Background: an optimization exercise with open tools, aiming at small area. Do not read the settings as production practice.
At most, simulation tests tie the RTL to the original design; equivalence was not proved.
Power is estimated from default activity; no workload was simulated.

==> module game_of_life_20, before the edit <==
module game_of_life_20 (
  input  logic       clk,
  input  logic       rst,
  input  logic       load,
  input  logic       wr_en,
  input  logic [4:0] wr_row,
  input  logic [19:0] wr_data,
  output logic       hsync_out,
  output logic       vsync_out,
  output logic [3:0] red,
  output logic [3:0] green,
  output logic [3:0] blue
);
  localparam int N = GRID_N_DEF;
  localparam logic [7:0] GEN_LAST = 8'h05;
  logic [N-1:0][N-1:0] r_a;         
  logic [N-1:1][N-1:0] r_bn;        
  logic [N-2:1]        r_ok;        
  logic [4:0]          r_lp;        
  logic [7:0]          r_gen;       
  logic [N-1:0]        r_rb, r_nb;  
  logic                w_clr, w_step, w_wr;
  logic [N-1:0]        w_up, w_mid, w_dn, w_next;
  logic [N-1:0]        w_wsel;
  logic [5:0]          w_tsum;
  logic [4:0]          w_tgt;
  assign w_clr  = rst || load;
  assign w_wr   = wr_en && (wr_row < 5'd20);
  assign w_step = !w_clr && !wr_en && (r_gen == GEN_LAST);
  assign w_mid = r_a[0];
  assign w_up  = (r_lp == 5'd0)  ? '0 : ~r_a[N-1];
  assign w_dn  = (r_lp == 5'd19) ? '0 : ~r_a[1];
  logic [N+1:0] w_cs, w_cc;
  assign w_cs[0] = 1'b0;  assign w_cc[0] = 1'b0;
  assign w_cs[N+1] = 1'b0;  assign w_cc[N+1] = 1'b0;
  for (genvar c = 0; c < N; c++) begin : g_csum
    gol_fa u_fa (.i_a(w_up[c]), .i_b(w_mid[c]), .i_c(w_dn[c]), .o_s(w_cs[c+1]), .o_co(w_cc[c+1]));
  end
  for (genvar c = 0; c < N; c++) begin : g_col
    logic a0, a1, b1, b2;
    gol_fa   u_fa_s (.i_a(w_cs[c]), .i_b(w_cs[c+1]), .i_c(w_cs[c+2]), .o_s(a0), .o_co(a1));
    gol_fa   u_fa_c (.i_a(w_cc[c]), .i_b(w_cc[c+1]), .i_c(w_cc[c+2]), .o_s(b1), .o_co(b2));
    gol_rule u_rule (.i_a0(a0), .i_a1(a1), .i_b1(b1), .i_b2(b2), .i_mid(w_mid[c]), .o_next(w_next[c]));
  end
  assign w_tsum = 6'(wr_row) + 6'd19 - 6'(r_lp);
  assign w_tgt  = (w_tsum >= 6'd20) ? 5'(w_tsum - 6'd20) : 5'(w_tsum);
  for (genvar k = 0; k < N; k++) begin : g_wsel
    assign w_wsel[k] = w_wr && (w_tgt == 5'(k));
  end
  localparam logic [N*N-1:0] SEED_FLAT = SEED_GRID;
  logic [31:0][N-1:0] w_seed;
  for (genvar k = 0; k < 32; k++) begin : g_seed
    if (k < N) begin : g_row
      assign w_seed[k] = SEED_FLAT[k*N +: N];
    end else begin : g_none
      assign w_seed[k] = '0;
    end
  end
  logic [N-1:0][N-1:0] w_ad;
  for (genvar k = 0; k < N; k++) begin : g_ad
    assign w_ad[k] = rst ? '0 : load ? w_seed[k] : wr_data;
  end
  logic [N-1:0] w_sh0n, w_sh19;
  assign w_sh0n = (r_ok[1] && !w_step) ? r_a[1] : r_bn[1];
  assign w_sh19 = w_step ? w_next : r_a[0];
  for (genvar k = 0; k < N; k++) begin : g_ra
    gol_ring_row u_row (
      .i_clk(clk),
      .i_sel(w_clr || w_wsel[k]),
      .i_d  ((k % 2 == 0) ? ~w_ad[k] : w_ad[k]),
      .i_sh ((k == 0) ? w_sh0n : (k == N - 1) ? w_sh19 : r_a[k+1]),
      .o_q  (r_a[k])
    );
  end
  always_ff @(posedge clk) begin
    for (int k = 1; k < N - 1; k++) begin
      if (w_clr || w_wsel[k]) r_ok[k] <= 1'b1;
      else if (w_step)        r_ok[k] <= 1'b0;
      else if (k == N - 2)    r_ok[k] <= 1'b1;
      else                    r_ok[k] <= r_ok[k+1];
    end
    for (int k = 1; k < N - 1; k++) r_bn[k] <= r_bn[k+1];
    r_bn[N-1] <= ~w_next;
    if (w_clr)                  r_lp <= 5'd0;
    else if (r_lp == 5'd19)     r_lp <= 5'd0;
    else                        r_lp <= r_lp + 5'd1;
    if (w_clr || wr_en || w_step) r_gen <= '0;
    else                          r_gen <= {r_gen[6:0], !(r_gen[7] ^ r_gen[5] ^ r_gen[4] ^ r_gen[3])};
  end
  logic          w_hs, w_vs, w_in_win;
  logic [4:0]    w_vr, w_hc;
  vga_timing u_vga (
    .i_clk   (clk),
    .i_rst   (rst),
    .o_hc    (w_hc),
    .o_vr    (w_vr),
    .o_hsync (w_hs),
    .o_vsync (w_vs),
    .o_in_win(w_in_win)
  );
  always_ff @(posedge clk) begin
    if (r_lp == w_vr) r_nb <= w_next;
    if (load)                         r_rb <= w_seed[w_vr];
    else if (wr_en && wr_row == w_vr) r_rb <= wr_data;
    else if (w_step)                  r_rb <= r_nb;
    else if (r_lp == w_vr)            r_rb <= r_a[0];
  end
  logic r_live, r_win;
  always_ff @(posedge clk) begin
    if (rst) begin
      hsync_out <= 1'b1;
      vsync_out <= 1'b1;
      r_live    <= 1'b0;
      r_win     <= 1'b0;
    end else begin
      hsync_out <= w_hs;
      vsync_out <= w_vs;
      r_live    <= w_in_win && r_rb[w_hc];
      r_win     <= w_in_win;
    end
  end
  assign red   = {4{r_live}};
  assign green = {4{r_live}};
  assign blue  = {r_live, r_live, r_win, r_live};
endmodule
==> flow/config.mk <==
export PLATFORM = sky130hd
export DESIGN_NAME = game_of_life_20
export DESIGN_NICKNAME = game_of_life_20
export VERILOG_FILES = /design/flow/design.v
export SDC_FILE = /design/flow/constraint.sdc
export NUM_CORES = 4
export LEC_CHECK = 0
export CAP_MARGIN = 20
export CORE_MARGIN = 2
export CORE_UTILIZATION = 60
export CTS_BUF_LIST = sky130_fd_sc_hd__clkbuf_4
export CTS_CLUSTER_DIAMETER = 30
export CTS_CLUSTER_SIZE = 8
export PLACE_DENSITY = 0.7
export SLEW_MARGIN = 20
export SYNTH_HIERARCHICAL = 1
export SYNTH_MINIMUM_KEEP_SIZE = 0
==> flow/constraint.sdc <==
create_clock -name core_clock -period 10.0 [get_ports {clk}]
set_input_delay 2.0000 -clock core_clock [delete_from_list [all_inputs] [get_ports {clk}]]
set_output_delay 2.0000 -clock core_clock [all_outputs]
set_load 0.01 [all_outputs]
standard.sh (not shown) runs the stock make flow with config.mk's settings and CLKGATE_MAP_FILE= SYNTH_SCRIPT=/design/flow/synth_recipe.tcl, a recipe that flattens the netlist after the stock synthesis.
==> flow/flow/run.sh <==
#!/bin/bash
# Layout: the standard flow (standard.sh, standard synthesis included) with
# two changes to how buffers are placed: the clock tree gets no dummy loads
# added for balancing, and each port's buffer is the smallest buffer cell.
# The whole make output goes to standard.log; ORFS keeps each step's own log
# under orfs/logs/.
set -euo pipefail
export BUFFER_PORTS_ARGS="-buffer_cell sky130_fd_sc_hd__buf_1"
export CTS_ARGS="-sink_clustering_enable -repair_clock_nets -dont_use_dummy_load -sink_clustering_size 8 -sink_clustering_max_diameter 30 -buf_list sky130_fd_sc_hd__clkbuf_4"
bash standard.sh > standard.log 2>&1
Change:
--- a/flow/design.v
+++ b/flow/design.v
@@ -125,20 +125,11 @@
   assign w_tgt  = (w_tsum >= 6'd20) ? 5'(w_tsum - 6'd20) : 5'(w_tsum);
   for (genvar k = 0; k < N; k++) begin : g_wsel
     assign w_wsel[k] = w_wr && (w_tgt == 5'(k));
   end
-  localparam logic [N*N-1:0] SEED_FLAT = SEED_GRID;
-  logic [31:0][N-1:0] w_seed;
-  for (genvar k = 0; k < 32; k++) begin : g_seed
-    if (k < N) begin : g_row
-      assign w_seed[k] = SEED_FLAT[k*N +: N];
-    end else begin : g_none
-      assign w_seed[k] = '0;
-    end
-  end
   logic [N-1:0][N-1:0] w_ad;
   for (genvar k = 0; k < N; k++) begin : g_ad
-    assign w_ad[k] = rst ? '0 : load ? w_seed[k] : wr_data;
+    assign w_ad[k] = rst ? '0 : load ? SEED_GRID[k] : wr_data;
   end
   logic [N-1:0] w_sh0n, w_sh19;
   assign w_sh0n = (r_ok[1] && !w_step) ? r_a[1] : r_bn[1];
   assign w_sh19 = w_step ? w_next : r_a[0];
@@ -178,9 +169,9 @@
     .o_in_win(w_in_win)
   );
   always_ff @(posedge clk) begin
     if (r_lp == w_vr) r_nb <= w_next;
-    if (load)                         r_rb <= w_seed[w_vr];
+    if (load)                    r_rb <= (w_vr < 5'd20) ? SEED_GRID[w_vr] : '0;
     else if (wr_en && wr_row == w_vr) r_rb <= wr_data;
     else if (w_step)                  r_rb <= r_nb;
     else if (r_lp == w_vr)            r_rb <= r_a[0];
   end
Result:
- design area goes down by 0.35%
- non-clock buffer count goes down by 3
- power goes down by 0.76%
- wire length barely changes
- fmax goes down by 1.5%
- setup slack is worse by 0.084 ns
- first-iteration DRC count goes up by 23%
- global-route usage goes up by 0.18 points
Function not checked in the second run of this note: the RTL went through the layout flow alone.


Setup of the baseline:
game_of_life_20, a different RTL version from the one above (not shown whole).
Size in the first run: roughly 2000 cells after synthesis, about 880 flip-flops, about 28000 µm² of cells after synthesis.
==> module game_of_life_20, before the edit <==
module game_of_life_20 (
  input  logic       clk,
  input  logic       rst,
  input  logic       load,
  input  logic       wr_en,
  input  logic [4:0] wr_row,
  input  logic [19:0] wr_data,
  output logic       hsync_out,
  output logic       vsync_out,
  output logic [3:0] red,
  output logic [3:0] green,
  output logic [3:0] blue
);
  localparam int N = GRID_N_DEF;
  localparam logic [7:0] GEN_LAST = 8'h05;
  logic [N-1:0][N-1:0] r_a;         
  logic [N-1:1][N-1:0] r_bn;        
  logic [N-2:1]        r_ok;        
  logic [4:0]          r_lp;        
  logic [7:0]          r_gen;       
  logic [N-1:0]        r_rb, r_nb;  
  logic                w_clr, w_step, w_wr;
  logic [N-1:0]        w_up, w_mid, w_dn, w_next;
  logic [N-1:0]        w_wsel;
  logic [5:0]          w_tsum;
  logic [4:0]          w_tgt;
  assign w_clr  = rst || load;
  assign w_wr   = wr_en && (wr_row < 5'd20);
  assign w_step = !w_clr && !wr_en && (r_gen == GEN_LAST);
  assign w_mid = r_a[0];
  assign w_up  = (r_lp == 5'd0)  ? '0 : ~r_a[N-1];
  assign w_dn  = (r_lp == 5'd19) ? '0 : ~r_a[1];
  logic [N+1:0] w_cs, w_cc;
  assign w_cs[0] = 1'b0;  assign w_cc[0] = 1'b0;
  assign w_cs[N+1] = 1'b0;  assign w_cc[N+1] = 1'b0;
  for (genvar c = 0; c < N; c++) begin : g_csum
    gol_fa u_fa (.i_a(w_up[c]), .i_b(w_mid[c]), .i_c(w_dn[c]), .o_s(w_cs[c+1]), .o_co(w_cc[c+1]));
  end
  for (genvar c = 0; c < N; c++) begin : g_col
    logic h0, h1, a0, a1, b1, b2;
    gol_ha   u_ha   (.i_a(w_up[c]), .i_b(w_dn[c]), .o_s(h0), .o_co(h1));
    gol_fa   u_fa_s (.i_a(w_cs[c]), .i_b(w_cs[c+2]), .i_c(h0), .o_s(a0), .o_co(a1));
    gol_fa   u_fa_c (.i_a(w_cc[c]), .i_b(w_cc[c+2]), .i_c(h1), .o_s(b1), .o_co(b2));
    gol_rule u_rule (.i_a0(a0), .i_a1(a1), .i_b1(b1), .i_b2(b2), .i_mid(w_mid[c]), .o_next(w_next[c]));
  end
  assign w_tsum = 6'(wr_row) + 6'd19 - 6'(r_lp);
  assign w_tgt  = (w_tsum >= 6'd20) ? 5'(w_tsum - 6'd20) : 5'(w_tsum);
  for (genvar k = 0; k < N; k++) begin : g_wsel
    assign w_wsel[k] = w_wr && (w_tgt == 5'(k));
  end
  localparam logic [N*N-1:0] SEED_FLAT = SEED_GRID;
  logic [31:0][N-1:0] w_seed;
  for (genvar k = 0; k < 32; k++) begin : g_seed
    if (k < N) begin : g_row
      assign w_seed[k] = SEED_FLAT[k*N +: N];
    end else begin : g_none
      assign w_seed[k] = '0;
    end
  end
  logic [N-1:0][N-1:0] w_ad;
  for (genvar k = 0; k < N; k++) begin : g_ad
    assign w_ad[k] = rst ? '0 : load ? w_seed[k] : wr_data;
  end
  logic [N-1:0] w_sh0n, w_sh19;
  assign w_sh0n = (r_ok[1] && !w_step) ? r_a[1] : r_bn[1];
  assign w_sh19 = w_step ? w_next : r_a[0];
  for (genvar k = 0; k < N; k++) begin : g_ra
    gol_ring_row u_row (
      .i_clk(clk),
      .i_sel(w_clr || w_wsel[k]),
      .i_d  ((k % 2 == 0) ? ~w_ad[k] : w_ad[k]),
      .i_sh ((k == 0) ? w_sh0n : (k == N - 1) ? w_sh19 : r_a[k+1]),
      .o_q  (r_a[k])
    );
  end
  always_ff @(posedge clk) begin
    for (int k = 1; k < N - 1; k++) begin
      if (w_clr || w_wsel[k]) r_ok[k] <= 1'b1;
      else if (w_step)        r_ok[k] <= 1'b0;
      else if (k == N - 2)    r_ok[k] <= 1'b1;
      else                    r_ok[k] <= r_ok[k+1];
    end
    for (int k = 1; k < N - 1; k++) r_bn[k] <= r_bn[k+1];
    r_bn[N-1] <= ~w_next;
    if (w_clr)                  r_lp <= 5'd0;
    else if (r_lp == 5'd19)     r_lp <= 5'd0;
    else                        r_lp <= r_lp + 5'd1;
    if (w_clr || wr_en || w_step) r_gen <= '0;
    else                          r_gen <= {r_gen[6:0], !(r_gen[7] ^ r_gen[5] ^ r_gen[4] ^ r_gen[3])};
  end
  logic          w_hs, w_vs, w_in_win;
  logic [4:0]    w_vr, w_hc;
  vga_timing u_vga (
    .i_clk   (clk),
    .i_rst   (rst),
    .o_hc    (w_hc),
    .o_vr    (w_vr),
    .o_hsync (w_hs),
    .o_vsync (w_vs),
    .o_in_win(w_in_win)
  );
  always_ff @(posedge clk) begin
    if (r_lp == w_vr) r_nb <= w_next;
    if (load)                         r_rb <= w_seed[w_vr];
    else if (wr_en && wr_row == w_vr) r_rb <= wr_data;
    else if (w_step)                  r_rb <= r_nb;
    else if (r_lp == w_vr)            r_rb <= r_a[0];
  end
  logic r_live, r_win;
  always_ff @(posedge clk) begin
    if (rst) begin
      hsync_out <= 1'b1;
      vsync_out <= 1'b1;
      r_live    <= 1'b0;
      r_win     <= 1'b0;
    end else begin
      hsync_out <= w_hs;
      vsync_out <= w_vs;
      r_live    <= w_in_win && r_rb[w_hc];
      r_win     <= w_in_win;
    end
  end
  assign red   = {4{r_live}};
  assign green = {4{r_live}};
  assign blue  = {r_live, r_live, r_win, r_live};
endmodule
==> module gol_ring_row, before the edit <==
module gol_ring_row (
  input  logic        i_clk,
  input  logic        i_sel,
  input  logic [19:0] i_d,
  input  logic [19:0] i_sh,
  output logic [19:0] o_q
);
  always_ff @(posedge i_clk) o_q <= ~(i_sel ? i_d : i_sh);
endmodule
export LEC_CHECK = 0
export CAP_MARGIN = 20
export CORE_MARGIN = 2
export CORE_UTILIZATION = 60
export CTS_BUF_LIST = sky130_fd_sc_hd__clkbuf_4
export CTS_CLUSTER_DIAMETER = 30
export CTS_CLUSTER_SIZE = 8
export PLACE_DENSITY = 0.7
export SLEW_MARGIN = 20
export SYNTH_HIERARCHICAL = 1
export SYNTH_MINIMUM_KEEP_SIZE = 0
create_clock -name core_clock -period 10.0 [get_ports {clk}]
==> flow/flow/run.sh <==
#!/bin/bash
# Layout: the standard flow (standard.sh, standard synthesis included) with
# two changes to how buffers are placed: the clock tree gets no dummy loads
# added for balancing, and each port's buffer is the smallest buffer cell.
# The whole make output goes to standard.log; ORFS keeps each step's own log
# under orfs/logs/.
set -euo pipefail
export BUFFER_PORTS_ARGS="-buffer_cell sky130_fd_sc_hd__buf_1"
export CTS_ARGS="-sink_clustering_enable -repair_clock_nets -dont_use_dummy_load -sink_clustering_size 10 -sink_clustering_max_diameter 35 -buf_list sky130_fd_sc_hd__clkbuf_4"
bash standard.sh > standard.log 2>&1
Input-level comparison between the candidate and the baseline:
--- a/flow/design.v
+++ b/flow/design.v
@@ -146,8 +146,9 @@
   for (genvar k = 0; k < N; k++) begin : g_ra
     gol_ring_row u_row (
       .i_clk(clk),
       .i_sel(w_clr || w_wsel[k]),
+      .i_seln(!(w_clr || w_wsel[k])),
       .i_d  ((k % 2 == 0) ? ~w_ad[k] : w_ad[k]),
       .i_sh ((k == 0) ? w_sh0n : (k == N - 1) ? w_sh19 : r_a[k+1]),
       .o_q  (r_a[k])
     );
@@ -205,13 +206,14 @@
 endmodule
 module gol_ring_row (
   input  logic        i_clk,
   input  logic        i_sel,
+  input  logic        i_seln,
   input  logic [19:0] i_d,
   input  logic [19:0] i_sh,
   output logic [19:0] o_q
 );
-  always_ff @(posedge i_clk) o_q <= ~(i_sel ? i_d : i_sh);
+  always_ff @(posedge i_clk) o_q <= ~(({20{i_sel}} & i_d) | ({20{i_seln}} & i_sh));
 endmodule
 module gol_fa (
   input  logic i_a,
   input  logic i_b,
==> notes.md <==
- Changes observed in the candidate relative to the baseline: delay of the slowest critical-path stage climbed 0.05 ns; routed wire length higher; transition time at the pin with the least slew margin went up 0.025 ns; synthesized cell count increased about 3.3%.
- In the candidate, the cell area after layout came out 2.8% below the value in the baseline.
- On the candidate: estimated wirelength of the detail-placed design is 17% higher than what the baseline gave.
No functional check of the RTL was part of the baseline.

[re-timing with driven ports]
In the flow no input, the clock included, has a driving cell. The finished layouts below were timed again as built, in two steps.
Step 1 assumes that a clkbuf_16 drives the clock port and a buf_2 every other input.
Step 2 also shifts input and output timing later by t, the mid clock arrival at the registers, as if the neighbouring blocks saw the same clock.
a / b / c = ideal / step 1 / step 2; a / b = the first two.
| run | t, ns | setup WS [ns] | worst data-port slew with drivers (ns) |
|---|---|---|---|
| the first run of note 1 | 0.996 | 4.587 / 4.613 / 3.616 | 0.06 |
| the second run of note 1 | 0.998 | 4.503 / 4.528 / 3.530 | 0.06 |
| the baseline | 0.918 | 4.469 / 4.504 / 3.586 | 0.09 |
| the candidate | 0.906 | 3.952 / 3.984 / 3.078 | 0.04 |
After both steps every run listed still meets setup and hold. The setup slack of the second run of note 1, which loses most, moves by +0.025 ns with the drivers and by -0.973 ns with both steps.
